From an optimization exercise on the open Yosys and OpenROAD flow, aimed at small area, a short achievable clock period and few clock cycles per item; shortcuts taken in it are not production practice.
The RTL was checked by simulation tests, not by an equivalence proof against the original design.

[design/flow/config.mk]
export PLATFORM = sky130hd
export DESIGN_NAME = fixed_point_17_14_alu_top
export DESIGN_NICKNAME = fixed_point_17_14_alu_top
export VERILOG_FILES = /design/flow/design.v
export SDC_FILE = /design/flow/constraint.sdc
export NUM_CORES = 4
export LEC_CHECK = 0
export CAP_MARGIN = 20
export CORE_MARGIN = 2
export CORE_UTILIZATION = 50
export SETUP_SLACK_MARGIN = 0.5
export SLEW_MARGIN = 20
export TNS_END_PERCENT = 20
[design/flow/constraint.sdc]
create_clock -name core_clock -period 28.0 [get_ports {clk}]
set_input_delay 5.6000 -clock core_clock [delete_from_list [all_inputs] [get_ports {clk}]]
set_output_delay 5.6000 -clock core_clock [all_outputs]
set_load 0.01 [all_outputs]
[design/flow/design.v]
package fxalu_pkg;
  localparam int FRACTION_BITS = 14;
  localparam int WORD_BITS     = 32;
  localparam int DIV_STEPS     = 2;
  localparam logic [1:0] ST_OK       = 2'd0;
  localparam logic [1:0] ST_RANGE    = 2'd1;
  localparam logic [1:0] ST_DIV_ZERO = 2'd2;
endpackage
import fxalu_pkg::*;
module fxalu_div (
  input  logic [31:0] den,
  input  logic [30:0] rem_i,
  input  logic [31:0] q_i,
  input  logic [DIV_STEPS-1:0] dbit,
  output logic [30:0] rem_o,
  output logic [31:0] q_o
);
  always_comb begin
    logic [30:0] r;
    logic [31:0] q;
    logic [31:0] t;
    logic [32:0] d;
    r = rem_i;
    q = q_i;
    for (int j = 0; j < DIV_STEPS; j++) begin
      t = {r, dbit[DIV_STEPS-1-j]};
      q = {q[30:0], 1'b0};
      d = {1'b0, t} - {1'b0, den};
      if (!d[32]) begin
        r    = d[30:0];
        q[0] = 1'b1;
      end else begin
        r    = t[30:0];
      end
    end
    rem_o = r;
    q_o   = q;
  end
endmodule
import fxalu_pkg::*;
module fixed_point_17_14_alu_top (
  input  logic                        clk,
  input  logic                        rst,
  input  logic                        req_valid,
  output logic                        req_stall,
  input  logic [3:0]                  op,
  input  logic signed [WORD_BITS-1:0] operand_a,
  input  logic signed [WORD_BITS-1:0] operand_b,
  output logic                        rsp_valid,
  input  logic                        rsp_stall,
  output logic signed [WORD_BITS-1:0] result,
  output logic [1:0]                  status
);
  localparam logic [1:0] PH_IDLE = 2'd0;   
  localparam logic [1:0] PH_MUL  = 2'd1;   
  localparam logic [1:0] PH_DIV  = 2'd2;   
  localparam logic [1:0] PH_FIN  = 2'd3;   
  function automatic logic [5:0] sbitlen(logic [31:0] v);
    sbitlen = '0;
    for (int i = 0; i < 31; i++)
      if (v[i] ^ v[i+1]) sbitlen = 6'(i + 1);
  endfunction
  function automatic logic [11:0] booth4(logic [7:0] v, logic lo);
    logic [2:0] tr;
    logic [3:0] n, o, t;
    for (int i = 0; i < 4; i++) begin
      tr   = {v[2*i+1], v[2*i], (i == 0) ? lo : v[2*i-1]};
      n[i] = tr[2] && !(tr[1] && tr[0]);
      o[i] = tr[1] ^ tr[0];
      t[i] = (tr == 3'b011) || (tr == 3'b100);
    end
    booth4 = {n, t, o};
  endfunction
  logic        xv;        
  logic        xfree;     
  logic [3:0]  xop;
  logic [31:0] ra;        
  logic [31:0] rb;        
  logic [3:0]  bneg, bone, btwo;   
  logic [1:0]  dbit;      
  logic [5:0]  bla, blb;  
  logic        apow;      
  logic [32:0] racc;      
  logic [1:0]  ph;
  logic [4:0]  cnt;       
  logic        qn;        
  logic        o0v, o1v;
  logic        rstall, o0nv;
  logic [33:0] o0, o1;    
  logic is_mul, is_div, op9, bz, simple, done, push, pop, go;
  logic ld_in, ld_mul, ld_prep, ld_div, qn_n;
  logic x_mul, x_div, x_op9, x_bz, x_badb, x_badnb;
  assign is_mul = x_mul;
  assign is_div = x_div;
  assign op9    = x_op9;
  assign bz     = x_bz;
  assign simple = !is_mul && !is_div;
  always_comb begin
    case (ph)
      PH_IDLE: done = xv && (simple || (is_div && bz));
      PH_MUL:  done = xv && (cnt == 5'd1);
      PH_DIV:  done = xv && (cnt == 5'd1);
      default: done = xv;
    endcase
  end
  assign push = done && !o1v;
  assign pop  = o0v && !rsp_stall;
  assign go   = !(done && o1v);
  logic        sub_int, add_int, bad_b, bad_nb, badsel, inv;
  logic [31:0] add_a, add_b, sum;
  always_comb begin
    bad_b   = x_badb;
    bad_nb  = x_badnb;
    add_int = (xop == 4'd4);
    sub_int = (xop == 4'd6);
    badsel  = (ph == PH_IDLE) && ((add_int && bad_b) || (sub_int && bad_nb));
    case (ph)
      PH_IDLE: inv = is_div ? rb[31] : ((xop == 4'd5) || sub_int);
      default: inv = qn;
    endcase
    add_a = (ph == PH_IDLE && !is_div) ? ra : 32'd0;
    if (badsel)                add_b = 32'hFFFF_FFFF;
    else if (add_int || sub_int) add_b = (rb << FRACTION_BITS) ^ {32{inv}};
    else                       add_b = rb ^ {32{inv}};
    sum = add_a + add_b + {31'd0, inv & !badsel};
  end
  logic [31:0] sres;
  logic [1:0]  sst;
  always_comb begin
    logic [31:0] ai;
    logic        c1, c2;
    ai = {{FRACTION_BITS{ra[31]}}, ra[31:FRACTION_BITS]};
    c1 = ra[31] && (|ra[FRACTION_BITS-1:0]);
    c2 = (!ra[31] && (|ra)) ? ra[13] : (ra[13] && (|ra[12:0]));
    sres = '0;
    sst  = ST_OK;
    case (xop)
      4'd0: begin
        if ((&ra[31:17]) || (~|ra[31:17])) sres = ra << FRACTION_BITS;
        else begin sres = '1; sst = ST_RANGE; end
      end
      4'd1, 4'd2: sres = ai + {31'd0, xop[0] ? c1 : c2};
      4'd3, 4'd5: sres = sum;
      4'd4: begin sres = sum; sst = bad_b  ? ST_RANGE : ST_OK; end
      4'd6: begin sres = sum; sst = bad_nb ? ST_RANGE : ST_OK; end
      4'd9, 4'd10: sst = ST_DIV_ZERO;
      default: ;
    endcase
  end
  localparam logic [40:0] MUL_K = 41'h155_0000_0000;
  logic [40:0] ms;
  always_comb begin
    logic        neg;
    logic [33:0] mag, pp;
    logic [32:0] acc;
    logic [40:0] row [0:5];
    logic [40:0] s1, c1, s2, c2, s3, c3, s4, c4;
    acc    = (ph == PH_IDLE) ? 33'd0 : racc;
    row[0] = {8'd0, ~acc[32], acc[31:0]};
    row[5] = MUL_K;
    for (int i = 0; i < 4; i++) begin
      neg = bneg[i];
      mag = ({{2{ra[31]}}, ra} & {34{bone[i]}}) | ({ra[31], ra, 1'b0} & {34{btwo[i]}});
      pp  = mag ^ {34{neg}};
      row[i+1] = {7'd0, ~pp[33], pp[32:0]} << (2 * i);
      row[5][2*i] = neg;
    end
    s1 = row[0] ^ row[1] ^ row[2];
    c1 = ((row[0] & row[1]) | (row[0] & row[2]) | (row[1] & row[2])) << 1;
    s2 = row[3] ^ row[4] ^ row[5];
    c2 = ((row[3] & row[4]) | (row[3] & row[5]) | (row[4] & row[5])) << 1;
    s3 = s1 ^ c1 ^ s2;
    c3 = ((s1 & c1) | (s1 & s2) | (c1 & s2)) << 1;
    s4 = s3 ^ c3 ^ c2;
    c4 = ((s3 & c3) | (s3 & c2) | (c3 & c2)) << 1;
    ms = s4 + c4;
  end
  logic [30:0] d_rem0;
  logic [31:0] d_q0;
  logic [4:0]  d_nit;
  always_comb begin
    logic [31:0] absa;
    logic [5:0]  la, lb;
    logic signed [7:0] lq, sla, slb;
    logic [4:0]  nit;
    logic [5:0]  sh;
    logic [62:0] w;
    absa = ra[31] ? -ra : ra;
    la   = bla + {5'd0, apow};
    lb   = blb;
    sla  = {2'b00, la};
    slb  = {2'b00, lb};
    lq   = sla - slb + (op9 ? 8'sd15 : 8'sd1);
    if (lq <= 0) nit = 5'd0;
    else         nit = 5'((lq + 8'sd1) >>> 1);
    if (!op9 && nit > 5'd16) nit = 5'd16;
    if (op9 && nit > 5'd23)  nit = 5'd23;
    sh   = (op9 ? 6'd46 : 6'd32) - {nit, 1'b0};
    w    = {31'd0, absa} << sh;
    d_rem0 = w[62:32];
    d_q0   = w[31:0];
    d_nit  = nit;
  end
  logic [30:0] d_rem;
  logic [31:0] d_q;
  fxalu_div u_div (
    .den   (ra),
    .rem_i (racc[30:0]),
    .q_i   (rb),
    .dbit  (dbit),
    .rem_o (d_rem),
    .q_o   (d_q)
  );
  logic [33:0] nres;
  always_comb begin
    case (ph)
      PH_IDLE: nres = {sst, sres};
      PH_MUL:  nres = {ST_OK, (xop == 4'd7) ? {ms[21:0], rb[31:22]} : {ms[7:0], rb[31:8]}};
      PH_DIV:  nres = {ST_OK, !qn ? d_q : {(d_q[1:0] == 2'b00) ? sum[29:0] : ~rb[29:0],
                                          d_q[1] ^ d_q[0], d_q[0]}};
      default: nres = {ST_OK, sum};
    endcase
  end
  logic [1:0] ph_n;
  logic [4:0] cnt_n;
  always_comb begin
    ph_n  = ph;
    cnt_n = cnt;
    if (xv && go) begin
      case (ph)
        PH_IDLE: begin
          if (is_mul) begin
            ph_n = PH_MUL; cnt_n = 5'd3;
          end else if (is_div && !bz) begin
            ph_n = (d_nit == 5'd0) ? PH_FIN : PH_DIV; cnt_n = d_nit;
          end
        end
        PH_MUL: begin
          cnt_n = cnt - 5'd1;
          if (cnt == 5'd1) ph_n = PH_IDLE;
        end
        PH_DIV: begin
          cnt_n = cnt - 5'd1;
          if (cnt == 5'd1) ph_n = PH_IDLE;
        end
        default: ph_n = PH_IDLE;
      endcase
    end
  end
  logic xv_n, o1v_n, done_n, xfree_n;
  always_comb begin
    logic nsimple;
    nsimple = !(op == 4'd7 || op == 4'd8 || op == 4'd9 || op == 4'd10);
    xv_n  = xfree ? req_valid : (xv && !push);
    o1v_n = o0v && !pop && (o1v || push);
    if (xfree) done_n = nsimple;
    else case (ph_n)
      PH_IDLE: done_n = simple;
      PH_MUL:  done_n = (cnt_n == 5'd1);
      PH_DIV:  done_n = (cnt_n == 5'd1);
      default: done_n = 1'b1;
    endcase
    xfree_n = !xv_n || (done_n && !o1v_n);
  end
  always_ff @(posedge clk) begin
    if (rst) begin
      xv    <= 1'b0;
      xfree <= 1'b1;
      rstall <= 1'b0;
      o0nv  <= 1'b1;
      ph    <= PH_IDLE;
      o0v   <= 1'b0;
      o1v   <= 1'b0;
    end else begin
      xv    <= xv_n;
      xfree <= xfree_n;
      rstall <= !xfree_n;
      ph    <= xfree ? PH_IDLE : ph_n;
      o1v   <= o1v_n;
      if (!o0v || pop) begin
        o0v  <= o1v || push;
        o0nv <= !(o1v || push);
      end
    end
  end
  always_ff @(posedge clk) begin
    if (!o0v || pop) o0 <= o1v ? o1 : nres;
    if (o0v && !pop && push) o1 <= nres;
  end
  assign qn_n    = ld_prep ? (ra[31] ^ rb[31]) : qn;
  assign ld_in   = xfree;
  assign ld_mul  = !xfree && xv && go && (ph == PH_MUL || (ph == PH_IDLE && is_mul));
  assign ld_prep = !xfree && xv && go && ph == PH_IDLE && is_div;
  assign ld_div  = !xfree && xv && go && ph == PH_DIV;
  logic dvalid_n;
  assign dvalid_n = !op9 || (cnt_n > 5'd7);
  always_ff @(posedge clk) begin
    cnt <= cnt_n;
    if (ld_in) begin
      xop    <= op;
      x_mul  <= (op == 4'd7) || (op == 4'd8);
      x_div  <= (op == 4'd9) || (op == 4'd10);
      x_op9  <= (op == 4'd9);
      x_bz   <= (operand_b == '0);
      x_badb <= !((&operand_b[31:17]) || (~|operand_b[31:17]));
      x_badnb <= !((((&operand_b[31:17]) || (~|operand_b[31:17])) && operand_b != 32'hFFFE_0000)
                   || operand_b == 32'h0002_0000);
      ra  <= operand_a;
      bla <= sbitlen(operand_a);
      apow <= operand_a[31] && ((operand_a[30:0] & ~operand_a[31:1]) == '0);
      blb <= sbitlen(operand_b);
    end else if (ld_prep) begin
      ra  <= sum;
    end
    if (ld_in || ld_mul || ld_prep || ld_div)
      rb <= ({32{ld_in}}   & operand_b)
          | ({32{ld_prep}} & d_q0)
          | ({32{ld_mul}}  & {ms[7:0], rb[31:8]})
          | ({32{ld_div}}  & d_q);
    if (ld_mul || ld_prep || ld_div)
      racc <= ({33{ld_prep}} & {2'b00, d_rem0})
            | ({33{ld_mul}}  & ms[40:8])
            | ({33{ld_div}}  & {2'b00, d_rem});
    if (ld_in)
      {bneg, btwo, bone} <= booth4(operand_b[7:0], 1'b0);
    else if (ld_mul)
      {bneg, btwo, bone} <= booth4(rb[15:8], rb[7]);
    if (ld_prep || ld_div) begin
      if (ld_prep) dbit <= d_q0[31:30] & {2{dvalid_n}};
      else         dbit <= rb[29:28] & {2{dvalid_n}};
    end
    if (ld_prep) qn <= qn_n;
  end
  assign req_stall = rstall;
  assign rsp_valid = !o0nv;
  assign result    = o0[31:0];
  assign status    = o0[33:32];
endmodule
[design/flow/flow/run.sh]
#!/bin/bash
# Layout flow: the standard flow, with two changes to how the layout is
# made: repair_timing is asked to reach a shorter period than the clock (a
# larger setup slack margin), and the port buffers that buffer_ports inserts
# on every input and output are plain buf_4 cells. The SDC, the synthesis and
# every other step are the standard ones.
set -euo pipefail
here=$(pwd)
target=$(cat flow/target_period_ns)
margin=$(python3 -c "print(round($FLOW_PERIOD_NS - $target, 3))")
# standard synthesis, unchanged
bash standard.sh synth > "$here/log_synth.txt" 2>&1
# remaining steps
sed -E "s/SETUP_SLACK_MARGIN=[^ ]+/SETUP_SLACK_MARGIN=$margin BUFFER_PORTS_ARGS=\"-buffer_cell sky130_fd_sc_hd__buf_4\"/" standard.sh > "$here/layout.sh"
bash "$here/layout.sh" > "$here/log_layout.txt" 2>&1
[design/flow/flow/target_period_ns]
7.0
[design/flow/standard.sh]
#!/bin/bash
# synth_recipe.tcl (not shown) runs the flow's synth.tcl, then flattens the netlist and writes it again
# the make line also repeats each setting of config.mk as NAME=value (left out here)
make -C /OpenROAD-flow-scripts/flow DESIGN_CONFIG=/design/flow/config.mk WORK_HOME=/design/flow/orfs CLKGATE_MAP_FILE= SYNTH_SCRIPT=/design/flow/synth_recipe.tcl "${@:-finish}"
==> reports/results.tsv, run 1 <==
stage	metric	value	unit
run_status	status	no timing/DRC/antenna violations	
timing	rsz0062_at_grt	yes	
setup_path	rr_startpoint	ra[28]	
hold_path	min_path_cells	2	
logic_synthesis	ys.flop_type	edfxtp_1	
timing	finalClockSkew	0.0646	ns
logic_synthesis	async_flop_share	0	%
drt	totalWireLength	149000	um
setup_path	critical_path_class	in -> reg	
hold_path	hold_class	reg -> reg	
floorplan	io_pins	108	
cells_and_area	syn2layout_area_growth	13.4	%
floorplan	rows	91	
timing	fmax	0.136	GHz
drt	first_pass_iters	10	
drt	antenna_left	0	
setup_path	endpoint_kind	flip-flop	
clocking	ctsHoldBuffers	0	
setup_path	crit_end	bla[0]	
logic_synthesis	ys_seq_area_share	20.3	%
logic_synthesis	yosys-top-cells-area	edfxtp_1, ha_1, xnor2_1	
setup_path	critPathLaunch	operand_a[1]	
global_routing	track_usage	45.2	%
run	cap_violations	0	
clocking	htreeDepth	1	
setup_path	path_max_fanout	6	
global_routing	antenna_found_initial	5	
logic_synthesis	ys_types	101	
setup_path	rr_worst_depth	28	
timing	period_needed	7.34	ns
timing	slew_headroom	20.5	%
logic_synthesis	synth_edf_count	201	
setup_path	ff2ff_setup_slack	20.90	ns
setup_path	critPathLaunchType	primary input	
floorplan	coreArea	61600	sq um
global_routing	grt_max_degree	77	
drt	drc	0	
floorplan	dieArea	64100	sq um
clocking	cts_tree	done	
timing	post-route-period-util	26.2	%
setup_path	cp.required	28.38	ns
global_routing	overflow	0	
logic_synthesis	synth_cells	3768	
floorplan	initial_core_util	50.4	%
logic_synthesis	ys_ff_latch	214	
cells_and_area	drive_gt1_share	14.8	%
drt	wl_per_cell	31.7	um
logic_synthesis	syn-mean-instance-area	8.24	sq um
logic_synthesis	synth_area	31100	sq um
floorplan	fp.dieH	253	um
logic_synthesis	synth_top_area_cell	edfxtp_1	
clocking	cts_buffer_depth	3	
setup_path	r2r-end	o0[3]	
placement	place.port_buffers	107	
floorplan	die_x	253	um
clocking	clk_pin_slew_worst_paths	0.06	ns
placement	detailed_place_hpwl	113000	um
drt	vias	32827	
timing	tightest_slew	1.18	ns
clocking	cts.root.buffer_cell	clkbuf_16	
logic_synthesis	yosysWarningCount	3	
setup_path	crit_arrival	7.71	ns
global_routing	grt_pass1_wl	211000	um
logic_synthesis	syn_nets	4198	
global_routing	grt_pass1_vias	30727	
drt	viasPerCell	7.01	
cells_and_area	fin_area	35200	sq um
timing	hold_viol	0	
timing	maxSlewViolCount	0	
logic_synthesis	synth_top_cell_area_share	19.4	%
placement	post_dp_cell_area	32700	sq um
clocking	cts-buffers-inserted	28	
timing	finalSetupTns	0	ns
placement	place_congestion	1.07	
cells_and_area	final_nets	4252	
clocking	clk_latency	0.65	ns
drt	dr.first_iter.drc_count	4968	
clocking	clock-sinks	214	
timing	setup_viol	0	
[registers in the layout, summed over array words and instances (netlist names), 2 cells and up]
name,count
bla,5
blb,5
bneg,4
bone,4
btwo,4
cnt,5
dbit,2
o0,34
o1,34
ph,2
ra,32
racc,33
rb,32
xop,4
[worst max-delay path: stages]
cell	delay, ns
buf_4	0.14
nor2b_1	0.17
o21bai_1	0.09
a21oi_1	0.14
o21bai_1	0.07
a21oi_1	0.15
o21bai_1	0.09
a21oi_1	0.19
or4_1	0.13
a21oi_1	0.05
o31ai_1	0.32
a221oi_2	0.11
o311ai_2	0.45
[metrics by stage]
step	hold slack (ns)	worst slack (ns)	instances	util, %
2_1_floorplan	0.479	20.48	3768	-
3_3_place_gp	0.466	18.75	4530	53.0
3_5_place_dp	0.517	18.63	4533	53.1
6_report	0.521	20.66	4685	57.2
4_1_cts	0.523	20.64	4622	55.6
5_1_grt	0.560	20.60	4681	57.2
[placed cells by master (no fill, tap or decap), types with 74 or more instances in the layout]
cell type / n
nand2_1: 336
inv_1: 277
xnor2_1: 251
buf_4: 251
ha_1: 239
o21ai_0: 230
a21oi_1: 226
edfxtp_1: 201
nor2_1: 182
a22oi_1: 147
fa_1: 100
nor3_1: 92
xor2_1: 89
nand3_1: 81
a21o_1: 74
[cell usage after synthesis, drive strengths merged (11+ instances only)]
master	n
nand2	347
inv	290
ha	255
xnor2	252
o21ai	244
a21oi	240
clkbuf	210
edfxtp	201
nor2	189
a22oi	150
fa	103
nor3	99
xor2	91
nand3	83
mux2	78
a21o	74
mux2i	58
nand2b	56
o22ai	46
a222oi	42
buf	41
o31ai	34
a211oi	32
or3	32
o21a	31
nand4	30
and3	29
o21bai	29
nor2b	28
o211ai	28
a31oi	27
o221ai	24
and2	20
nor4	18
a221oi	17
mux4	15
a21boi	14
or4	14
a2111oi	13
dfxtp	13
a221o	12
or2	12
nor3b	11
[worst min-delay path by stage]
stage,startpoint,end
4_1_cts,o1[29],o0[29]
3_5_place_dp,o0nv,o0nv
5_1_grt,o1[29],o0[29]
6_report,o0nv,o0nv
2_1_floorplan,cnt[4],cnt[4]
3_3_place_gp,o0nv,o0nv
[final cells by class]
| cell class | instances | area [sq um] |
|---|---|---|
| diodes | 4 | 10.0 |
| clock buffers | 38 | 811 |
| clock inverters | 14 | 138 |
| fillers | 5495 | 26400 |
| inverters | 294 | 1150 |
| multi-input cells | 3010 | 23400 |
| flip-flops and latches | 214 | 6300 |
| well taps | 837 | 1050 |
| repair buffers | 274 | 2340 |
[routing by layer]
| metal | routed length [um] | vias to the layer above | global-route usage, % |
|---|---|---|---|
| met3 | 19500 | 603 | 14.5 |
| met1 | 53500 | 15697 | 55.2 |
| met2 | 61300 | 2560 | 66.2 |
| met4 | 14400 | 4 | 33.9 |
| met5 | 16 | - | 0 |
| li1 | - | 13963 | - |
[cell families (layout without fill, tap and decap cells)]
| group | after synthesis | in the layout | share of synthesized area (%) |
|---|---|---|---|
| AOI/OAI and AO/OA | 1163 | 1163 | 25.2 |
| xor gates and xnor gates | 344 | 344 | 9.74 |
| adders and majority gates | 358 | 358 | 16.9 |
| buffers and inverters | 545 | 620 | 6.69 |
| DFF | 214 | 214 | 20.3 |
| muxes | 151 | 151 | 5.78 |
| other | 0 | 4 | 0 |
| and+or+nand+nor | 993 | 994 | 15.4 |
[timing repair]
action,in CTS,in global routing
setup endpoints to repair,133,133
gates resized for setup,42,127
buffers inserted,31,58
pin swaps,6,45
cloned,6,1
Testbench counts, summed over its fixed seeds: cycles 40,910, items 16,000.
==> run 2: changes to the inputs <==
--- a/design/flow/config.mk
+++ b/design/flow/config.mk
@@ -5,6 +5,7 @@
 export SDC_FILE = /design/flow/constraint.sdc
 export NUM_CORES = 4
 export LEC_CHECK = 0
+export ABC_AREA = 1
 export CAP_MARGIN = 20
 export CORE_MARGIN = 2
 export CORE_UTILIZATION = 50
==> reports/results.tsv, run 2 <==
stage	metric	value	unit	change
setup_path	cp.required	28.36	ns	-0.02 ns
placement	post_dp_cell_area	32000	sq um	-2.1%
floorplan	die_x	251	um	-0.84%
cells_and_area	fin_area	33500	sq um	-4.8%
drt	first_pass_iters	7		-3
placement	detailed_place_hpwl	108000	um	-4.6%
clocking	cts_buffer_depth	3		unchanged
clocking	htreeDepth	1		unchanged
floorplan	rows	90		-1.1%
timing	setup_viol	0		unchanged
logic_synthesis	syn-mean-instance-area	6.92	sq um	-16%
run_status	status	no timing/DRC/antenna violations		
timing	tightest_slew	1.18	ns	-0.000820 ns
timing	hold_viol	0		unchanged
global_routing	overflow	0		unchanged
clocking	cts.root.buffer_cell	clkbuf_16		
logic_synthesis	syn_nets	4843		+15%
drt	totalWireLength	140000	um	-5.8%
setup_path	path_max_fanout	3		-3
logic_synthesis	yosys-top-cells-count	nand2_1, inv_1, nand3_1, a21oi_1, o21ai_0		
floorplan	fp.dieH	251	um	-0.84%
floorplan	initial_core_util	50.6	%	+0.16 points
cells_and_area	final_common_cell	nand2_1		
timing	period_needed	7.13	ns	-0.206 ns
global_routing	grt_pass1_wl	200000	um	-5.3%
drt	viasPerCell	6.28		-10%
timing	finalSetupTns	0	ns	unchanged
setup_path	crit_arrival	7.49	ns	-0.22 ns
clocking	clock-sinks	214		unchanged
timing	finalClockSkew	0.0358	ns	-0.0289 ns
setup_path	critPathLaunchType	primary input		
drt	antenna_left	0		unchanged
placement	place_congestion	1.07		+0.34%
logic_synthesis	async_flop_share	0	%	unchanged
logic_synthesis	ys_ff_latch	214		unchanged
run	cap_violations	0		unchanged
cells_and_area	drive_gt1_share	8.42	%	-6.3 points
floorplan	dieArea	63100	sq um	-1.7%
drt	wl_per_cell	26.7	um	-16%
clocking	clk_pin_slew_worst_paths	0.06	ns	about the same
clocking	cts_tree	done		
drt	drc	0		unchanged
drt	vias	32882		+0.17%
global_routing	grt_pass1_vias	29945		-2.5%
logic_synthesis	ys.flop_type	edfxtp_1		
global_routing	grt_max_degree	58		-25%
logic_synthesis	ys_seq_area_share	20.6	%	+0.35 points
drt	dr.first_iter.drc_count	4260		-14%
global_routing	track_usage	43.2	%	-1.9 points
floorplan	coreArea	60400	sq um	-2.0%
setup_path	critical_path_class	in -> reg		
logic_synthesis	synth_cells	4413		+17%
logic_synthesis	synth_top_area_cell	edfxtp_1		
clocking	ctsHoldBuffers	0		unchanged
timing	rsz0062_at_grt	yes		
logic_synthesis	yosys-top-cells-area	edfxtp_1, nand2_1, ha_1		
global_routing	antenna_found_initial	9		+4
logic_synthesis	synth_area	30500	sq um	-1.7%
logic_synthesis	yosysWarningCount	3		unchanged
logic_synthesis	synth_top_cell_area_share	19.8	%	+0.34 points
timing	slew_headroom	21.0	%	+0.58 points
cells_and_area	final_nets	4861		+14%
clocking	clk_latency	0.61	ns	-0.04 ns
cells_and_area	top_regs	o0: 34 flops, o1: 34 flops, racc: 33 flops		
logic_synthesis	synth_edf_count	201		unchanged
timing	post-route-period-util	25.5	%	-0.74 points
cells_and_area	syn2layout_area_growth	9.84	%	
logic_synthesis	ys_types	62		-39%
floorplan	io_pins	108		unchanged
timing	fmax	0.140	GHz	+2.9%
hold_path	hold_class	reg -> reg		
clocking	cts-buffers-inserted	28		unchanged
setup_path	endpoint_kind	flip-flop		
timing	maxSlewViolCount	0		unchanged
logic_synthesis	synth_most_common_cell	nand2_1		
cells_and_area	final_cell_mix	nand2_1, inv_1, nand3_1		
cells_and_area	final_core_util	55.6	%	-1.6 points
placement	place.port_buffers	107		unchanged
-- run 2: final timing paths --
check,cells after the start,slack [ns],startpoint,end
hold reg to reg,2,0.48,o0nv,o0nv
setup reg to reg,20,20.99,bneg[0],racc[30]
setup / recovery,22,20.87,operand_b[2],blb[0]
hold / removal,2,0.48,o0nv,o0nv
-- run 2: logic make-up (layout without fill, tap and decap cells) --
family | after synthesis | after routing | synth area share (%)
and+or+nand+nor | 1726 | 1726 | 24.0
AOI/OAI and AO/OA | 1006 | 1006 | 19.1
buffers and inverters | 791 | 831 | 9.92
adders and majority gates | 358 | 358 | 17.2
xor gates and xnor gates | 316 | 316 | 9.11
DFF | 214 | 214 | 20.6
muxes | 2 | 2 | 0.0697
other | 0 | 2 | 0
-- run 2: timing repair --
item,4_1_cts,5_1_grt
setup endpoints to repair,126,128
gates resized for setup,15,67
buffers inserted,9,19
pin swaps,1,20
-- run 2: critical path, stage by stage --
cell      delay [ns]
buf_6           0.11
inv_4           0.07
ha_4            0.20
o21bai_4        0.16
a21oi_2         0.13
o21ai_1         0.08
nand2_1         0.09
nand2_2         0.07
a21oi_2         0.13
o21ai_1         0.07
o211ai_1        0.11
nand2_1         0.08
nand2_1         0.07
nand2_1         0.05
nand2_1         0.05
nand2_1         0.05
nand2_1         0.05
nand2_1         0.04
nand2_1         0.06
a21oi_1         0.05
o21ai_1         0.12
nand2_1         0.05
-- run 2: routing by layer --
metal / GRT usage, % / share of wire (%) / up-vias
met4: 20.8 / 6.0 / 14
met3: 15.3 / 15 / 452
li1: - / - / 14942
met5: 0 / 0.060 / -
met2: 59.3 / 39 / 2161
met1: 59.9 / 41 / 15313
-- run 2: final cells by class --
type                       count  area [sq um]
clock inverter                21           244
tap                          782           978
timing repair buffer         200          1570
fill                        6044         26800
antenna                        2          5.00
multi-input combinational   3408         21500
sequential                   214          6300
clock buffer                  31           743
inverter                     579          2240
-- run 2: through the flow --
step	setup WS, ns	hold WS (ns)	instances
4_1_cts	20.82	0.487	5216
5_1_grt	20.67	0.538	5235
3_3_place_gp	20.13	0.469	5155
3_5_place_dp	20.10	0.477	5155
2_1_floorplan	20.60	0.476	4413
6_report	20.87	0.484	5237
==> run 3: changes to the inputs <==
--- a/design/flow/config.mk
+++ b/design/flow/config.mk
@@ -6,9 +6,9 @@
 export NUM_CORES = 4
 export LEC_CHECK = 0
 export ABC_AREA = 1
-export CAP_MARGIN = 20
+export CAP_MARGIN = 10
 export CORE_MARGIN = 2
-export CORE_UTILIZATION = 50
+export CORE_UTILIZATION = 60
 export SETUP_SLACK_MARGIN = 0.5
-export SLEW_MARGIN = 20
-export TNS_END_PERCENT = 20
+export SLEW_MARGIN = 10
+export TNS_END_PERCENT = 5
==> reports/results.tsv, run 3 <==
stage	metric	value	unit	change
logic_synthesis	ys_seq_area_share	20.6	%	unchanged
global_routing	grt_max_degree	59		+1.7%
logic_synthesis	syn-mean-instance-area	6.92	sq um	unchanged
floorplan	dieArea	52700	sq um	-16%
logic_synthesis	synth_area	30500	sq um	unchanged
global_routing	overflow	0		unchanged
logic_synthesis	synth_edf_count	201		unchanged
clocking	cts_buffer_depth	3		unchanged
clocking	clk_pin_slew_worst_paths	0.06	ns	about the same
drt	wl_per_cell	26.4	um	-1.5%
floorplan	coreArea	50200	sq um	-17%
logic_synthesis	ys.flop_type	edfxtp_1		
global_routing	grt_pass1_vias	30726		+2.6%
setup_path	slowest_stage	ha_4		
clocking	cts_tree	done		
logic_synthesis	yosys-top-cells-area	edfxtp_1, nand2_1, ha_1		
floorplan	io_pins	108		unchanged
drt	viasPerCell	6.63		+5.6%
logic_synthesis	synth_cells	4413		unchanged
floorplan	die_x	230	um	-8.6%
cells_and_area	stdcell_count	5129		-2.1%
placement	place_congestion	1.16		+7.6%
timing	maxSlewViolCount	0		unchanged
setup_path	critPathLaunchType	primary input		
timing	finalClockSkew	0.0518	ns	+0.0160 ns
setup_path	crit_arrival	7.48	ns	about the same
cells_and_area	syn2layout_area_growth	8.97	%	
hold_path	hold_class	reg -> reg		
cells_and_area	fin_area	33300	sq um	-0.79%
timing	setup_viol	0		unchanged
drt	totalWireLength	135000	um	-3.5%
clocking	ctsHoldBuffers	0		unchanged
placement	place_ws	20.15	ns	+0.0463 ns
cells_and_area	drive_gt1_share	8.00	%	-0.42 points
setup_path	endpoint_kind	flip-flop		
floorplan	initial_core_util	60.9	%	+10 points
drt	first_pass_iters	7		unchanged
clocking	cts.root.buffer_cell	clkbuf_16		
placement	post_dp_cell_area	31900	sq um	-0.50%
clocking	clock-sinks	214		unchanged
logic_synthesis	syn_nets	4843		unchanged
floorplan	rows	82		-8.9%
timing	fmax	0.141	GHz	+0.29%
clocking	htreeDepth	1		unchanged
drt	vias	34017		+3.5%
drt	highest_layer	met5		
floorplan	fp.dieH	230	um	-8.6%
placement	placed_cells	5045		-2.1%
timing	hold_viol	0		unchanged
cells_and_area	final_cell_mix	nand2_1, inv_1, nand3_1		
cells_and_area	fill_cells	4609		-24%
logic_synthesis	yosys-top-cells-count	nand2_1, inv_1, nand3_1, a21oi_1, o21ai_0		
setup_path	cp_common_cell	nand2_1		
logic_synthesis	async_flop_share	0	%	unchanged
timing	finalSetupTns	0	ns	unchanged
placement	place.port_buffers	107		unchanged
timing	tightest_slew	1.26	ns	+0.0736 ns
cells_and_area	top_regs	o0: 34 flops, o1: 34 flops, racc: 33 flops		
logic_synthesis	ys_types	62		unchanged
drt	dr.first_iter.drc_count	5972		+40%
setup_path	path_max_fanout	4		+1
logic_synthesis	ys_ff_latch	214		unchanged
cells_and_area	final_common_cell	nand2_1		
clocking	cts-buffers-inserted	26		-7.1%
run_status	status	no timing/DRC/antenna violations		
cells_and_area	multi_input_area	21400	sq um	-0.17%
setup_path	cp.required	28.37	ns	about the same
timing	post-route-period-util	25.4	%	-0.072 points
drt	drc	0		unchanged
setup_path	path_cells	buf_8 > inv_6 > ha_4 > o21bai_1 > a21oi_1 > o21ai_1 > nand2_1 > nand2_1 > a21oi_2 > o21ai_1 > o211ai_1 > nand2_1 > nand2_1 > nand2_1 > nand2_1 > nand2_1 > nand2_1 > nand2_1 > nand2_1 > a21oi_1 > o21ai_1 > nand2_1		
timing	fin_ws	20.89	ns	+0.0203 ns
clocking	clk_latency	0.63	ns	+0.02 ns
placement	detailed_place_hpwl	102000	um	-5.5%
timing	slew_headroom	16.1	%	-4.9 points
drt	met2_wirelength	52300	um	-3.3%
timing	period_needed	7.11	ns	-0.0203 ns
logic_synthesis	yosysWarningCount	3		unchanged
drt	antenna_left	0		unchanged
setup_path	max_stage_delay	0.19	ns	about the same
logic_synthesis	synth_top_area_cell	edfxtp_1		
drt	wl_met1	49600	um	-13%
global_routing	antenna_found_initial	9		unchanged
global_routing	grt_pass1_wl	195000	um	-2.4%
cells_and_area	final_nets	4859		-0.041%
cells_and_area	seqCellArea	6300	sq um	unchanged
logic_synthesis	synth_most_common_cell	nand2_1		
timing	rsz0062_at_grt	yes		
logic_synthesis	synth_top_cell_area_share	19.8	%	unchanged
drt	wl_met3	24700	um	+20%
global_routing	track_usage	49.7	%	+6.4 points
setup_path	critical_path_class	in -> reg		
run	cap_violations	0		unchanged
## run 3: cell count changes in the layout (fill, tap and decap cells not counted), moves of 3 or more
cell	before	now
buf_4	190	184
clkbuf_16	29	26
clkinvlp_4	15	21
diode_2	2	8
inv_1	538	542
inv_6	10	4
nand2_1	947	951
nand2_2	13	9
xor2_1	253	256
xor2_2	6	3
## run 3: worst paths after layout
kind	startpoint	end	slack, ns	depth (start not counted)
max reg2reg	ra[15]	racc[19]	21.00	30
max	operand_b[3]	blb[0]	20.89	22
min	o0nv	o0nv	0.49	2
min reg2reg	o0nv	o0nv	0.49	2
## run 3: logic make-up after synthesis
| family | synth area share (%) |
|---|---|
| mux | 0.0697 |
| fa+ha+maj | 17.2 |
| xor+xnor | 9.11 |
| flops | 20.6 |
| buf+inv | 9.92 |
| simple gates | 24.0 |
| compound gates | 19.1 |
## run 3: what timing repair did
action | in CTS | in global routing
setup buffers | 11 | 12
gates resized for setup | 36 | 41
gates cloned | 2 | 3
endpoints found under the setup margin | 68 | 157
pin swaps | 6 | 1
## run 3: per-stage QoR
stage | util (%) | hold slack (ns)
after floorplan | - | 0.470
after global placement | 63.5 | 0.474
after detailed placement | 63.5 | 0.473
after CTS | 65.7 | 0.487
after global routing | 66.3 | 0.521
final | 66.3 | 0.486
## run 3: final cells by class
class / instances / area share (%)
clock buffer: 30 / 2.06
timing repair inverter: 4 / 0.0827
antenna: 8 / 0.0602
sequential: 214 / 18.9
timing repair buffer: 195 / 4.61
clock inverter: 18 / 0.628
multi-input combinational: 3409 / 64.4
tap: 672 / 2.53
inverter: 579 / 6.71
## run 3: routing by layer
metal / up-vias / global-route usage, %
li1: 14923 / -
met1: 15670 / 65.2
met2: 2849 / 67.6
met3: 569 / 23.7
met4: 6 / 24.6
met5: - / 0
## run 3: worst max-delay path, delay by kind of cell
| family | cells | cell delay, ns |
|---|---|---|
| AO/OA/AOI/OAI | 8 | 0.88 |
| adder cells (fa/ha/maj) | 1 | 0.19 |
| buffers and inverters | 2 | 0.19 |
| AND/OR/NAND/NOR | 11 | 0.59 |

## afterwards: timing with drivers on the ports
The flow's constraints put no driver on any port. The routed layouts listed below were extracted and timed again, unchanged, in two steps.
Step 1 (the two cells are an assumption about what drives the block):
set clk [get_ports {clk}]
set_driving_cell -lib_cell sky130_fd_sc_hd__clkbuf_16 $clk
set_driving_cell -lib_cell sky130_fd_sc_hd__buf_2 [delete_from_list [all_inputs] $clk]
Step 2 also shifts input and output timing later by t, the mid clock arrival at the registers, as if the neighbouring blocks saw the same clock.
a / b / c = ideal ports / drivers / drivers and shift; a / b = the first two.
run | t (ns) | setup slack, ns | worst setup path after step 2 | worst slew at a driven data input, ns
run 1 | 0.679 | 20.664 / 20.699 / 20.020 | input to register | 0.06
run 2 | 0.657 | 20.871 / 20.875 / 20.218 | input to register | 0.06
run 3 | 0.664 | 20.891 / 20.907 / 20.243 | input to register | 0.07
After both steps every run listed still meets setup and hold. For run 2, which loses most, drivers alone change the setup slack by +0.004 ns; drivers and shift together by -0.653 ns.
